Context: an optimization exercise on an open-source flow, tuned for small area. The choices shown serve that exercise and are no tape-out recipe. Only simulation tests tie the RTL to the original design; equivalence was not proved. Power figures rest on the tool's default switching activity, not on a simulated workload.

Setup of the reference run:
==> module fifo_nand4, before the edit <==
module fifo_nand4 (input logic [3:0] a, output logic y);
    assign y = ~&a;
endmodule
==> module fifo_nand3, before the edit <==
module fifo_nand3 (input logic [2:0] a, output logic y);
    assign y = ~&a;
endmodule
==> module fifo_nand2, before the edit <==
module fifo_nand2 (input logic [1:0] a, output logic y);
    assign y = ~&a;
endmodule
==> module fifo_nor2, before the edit <==
module fifo_nor2 (input logic [1:0] a, output logic y);
    assign y = ~|a;
endmodule
==> module asym_sdp_ram, before the edit <==
module asym_sdp_ram (
    input  logic         clk,
    input  logic [3:0]   laneEn,
    input  logic         shift,
    input  logic [7:0]   din,
    input  logic [63:0]  rsel,
    output logic [31:0]  rdData
);
    logic [31:0] mem [64];
    for (genvar l = 0; l < 4; l++) begin : gLane
        fifo_byte uByte (
            .clk  (clk),
            .hold (~laneEn[l]),
            .we   (laneEn[l]),
            .d    (din),
            .q    (mem[0][l*8 +: 8])
        );
    end
    for (genvar w = 1; w < 64; w++) begin : gWord
        for (genvar l = 0; l < 4; l++) begin : gByte
            fifo_byte uByte (
                .clk  (clk),
                .hold (~shift),
                .we   (shift),
                .d    (mem[w-1][l*8 +: 8]),
                .q    (mem[w][l*8 +: 8])
            );
        end
    end
    for (genvar b = 0; b < 32; b++) begin : gBit
        logic [21:0] leaf_n;
        logic [5:0]  part;
        logic [2:0]  part_n;
        for (genvar g = 0; g < 21; g++) begin : gLeaf
            fifo_rd3 uLeaf (
                .a   ({mem[3*g+2][b], mem[3*g+1][b], mem[3*g][b]}),
                .s   (rsel[3*g+2 -: 3]),
                .y_n (leaf_n[g])
            );
        end
        fifo_nand2 uLeaf63 (.a({mem[63][b], rsel[63]}), .y(leaf_n[21]));
        fifo_nand4 uP0 (.a(leaf_n[3:0]),   .y(part[0]));
        fifo_nand4 uP1 (.a(leaf_n[7:4]),   .y(part[1]));
        fifo_nand4 uP2 (.a(leaf_n[11:8]),  .y(part[2]));
        fifo_nand4 uP3 (.a(leaf_n[15:12]), .y(part[3]));
        fifo_nand3 uP4 (.a(leaf_n[18:16]), .y(part[4]));
        fifo_nand3 uP5 (.a(leaf_n[21:19]), .y(part[5]));
        fifo_nor2  uQ0 (.a(part[1:0]),     .y(part_n[0]));
        fifo_nor2  uQ1 (.a(part[3:2]),     .y(part_n[1]));
        fifo_nor2  uQ2 (.a(part[5:4]),     .y(part_n[2]));
        fifo_nand3 uOut (.a(part_n),       .y(rdData[b]));
    end
endmodule
export LEC_CHECK = 0
export CAP_MARGIN = 20
export CORE_MARGIN = 2
export CORE_UTILIZATION = 85
export SLEW_MARGIN = 20
export SYNTH_HIERARCHICAL = 1
create_clock -name core_clock -period 7.0 [get_ports {clk}]
standard.sh (not shown) runs the stock make flow with config.mk's settings and CLKGATE_MAP_FILE= SYNTH_SCRIPT=/design/flow/synth_recipe.tcl, a recipe that flattens the netlist after the stock synthesis.
==> flow/flow/run.sh <==
#!/bin/bash
set -o pipefail
cp standard.sh standard_sh.txt
export CTS_ARGS="-sink_clustering_enable -repair_clock_nets -dont_use_dummy_load -sink_clustering_size 18 -sink_clustering_max_diameter 50 -buf_list sky130_fd_sc_hd__clkbuf_8"
bash standard.sh > standard.log 2>&1
The reference run: full flow OK, the timing, DRC and antenna checks passed
Edits applied to the flow inputs when going from the reference run to the trial run:
diff --git a/flow/design.v b/flow/design.v
--- a/flow/design.v
+++ b/flow/design.v
@@ -48,20 +48,8 @@
     output logic       y_n
 );
     assign y_n = ~|(a & s);
 endmodule
-module fifo_nand4 (input logic [3:0] a, output logic y);
-    assign y = ~&a;
-endmodule
-module fifo_nand3 (input logic [2:0] a, output logic y);
-    assign y = ~&a;
-endmodule
-module fifo_nand2 (input logic [1:0] a, output logic y);
-    assign y = ~&a;
-endmodule
-module fifo_nor2 (input logic [1:0] a, output logic y);
-    assign y = ~|a;
-endmodule
 module asym_sdp_ram (
     input  logic         clk,
     input  logic [3:0]   laneEn,
     input  logic         shift,
@@ -90,29 +78,17 @@
             );
         end
     end
     for (genvar b = 0; b < 32; b++) begin : gBit
-        logic [21:0] leaf_n;
-        logic [5:0]  part;
-        logic [2:0]  part_n;
+        logic [20:0] leaf_n;
         for (genvar g = 0; g < 21; g++) begin : gLeaf
             fifo_rd3 uLeaf (
                 .a   ({mem[3*g+2][b], mem[3*g+1][b], mem[3*g][b]}),
                 .s   (rsel[3*g+2 -: 3]),
                 .y_n (leaf_n[g])
             );
         end
-        fifo_nand2 uLeaf63 (.a({mem[63][b], rsel[63]}), .y(leaf_n[21]));
-        fifo_nand4 uP0 (.a(leaf_n[3:0]),   .y(part[0]));
-        fifo_nand4 uP1 (.a(leaf_n[7:4]),   .y(part[1]));
-        fifo_nand4 uP2 (.a(leaf_n[11:8]),  .y(part[2]));
-        fifo_nand4 uP3 (.a(leaf_n[15:12]), .y(part[3]));
-        fifo_nand3 uP4 (.a(leaf_n[18:16]), .y(part[4]));
-        fifo_nand3 uP5 (.a(leaf_n[21:19]), .y(part[5]));
-        fifo_nor2  uQ0 (.a(part[1:0]),     .y(part_n[0]));
-        fifo_nor2  uQ1 (.a(part[3:2]),     .y(part_n[1]));
-        fifo_nor2  uQ2 (.a(part[5:4]),     .y(part_n[2]));
-        fifo_nand3 uOut (.a(part_n),       .y(rdData[b]));
+        assign rdData[b] = ~&leaf_n | (mem[63][b] & rsel[63]);
     end
 endmodule
 module asymmetric_fifo_sync
 #(
### Flow results
Worst path arrival time in the trial run is 2.75 ns lower than in the reference run. Higher maximum operating frequency was reported by the trial run, not the reference run. The trial run against the reference run: number of buffers added by the clock tree synthesis step decreased by about 1.4% relative to the old numbers, multi-input logic portion of the cell area has remained practically unchanged, count of buffers not belonging to the clock network in the layout now larger. Number of flip-flops and latches came out exactly the same in the trial run and the reference run. The reference run has a higher path length in cells of the critical path than the trial run. In the trial run, the average routed wire per standard cell came out about 2.6% below the value in the reference run. Lower smallest hold slack among the trial run and the reference run: the reference run. Count of multi-input combinational gates was lower in the run labelled the trial run. Power share of the combinational group (the trial run over the reference run): decrease, 0.9 points. Relative to the reference run, global-route wire length before repair has gone down in the trial run.

-- afterwards: timing with drivers on the ports --
No port has a modelled driver above. Below, the same layouts with a new extraction and two added sets of constraints. Step 1 assumes that a clkbuf_16 drives the clock port and a buf_2 every other input. Step 2 adds t to the input delays and takes it off the output delays; t is the mean of the earliest and latest rising clock arrival at the registers after step 1. Input paths then give back, and output paths get back, about the clock's delay inside the block. Slacks: no drivers / after step 1 / after step 2; pairs: no drivers / after step 1.
| run | t (ns) | slack for setup (ns) | worst hold slack (ns) | worst setup path after step 2 | slew at the worst register clock pin (ns) |
|---|---|---|---|---|---|
| the reference run | 0.929 | 1.803 / 1.803 / 1.744 | 0.440 / 0.440 / 0.440 | input to register | 0.11 / 0.11 |
| the trial run | 0.903 | 2.372 / 2.295 / 1.973 | 0.467 / 0.467 / 0.467 | input to register | 0.11 / 0.11 |
After both steps every run listed still meets setup and hold. The setup slack of the trial run, which loses most, moves by -0.077 ns with the drivers and by -0.399 ns with both steps.
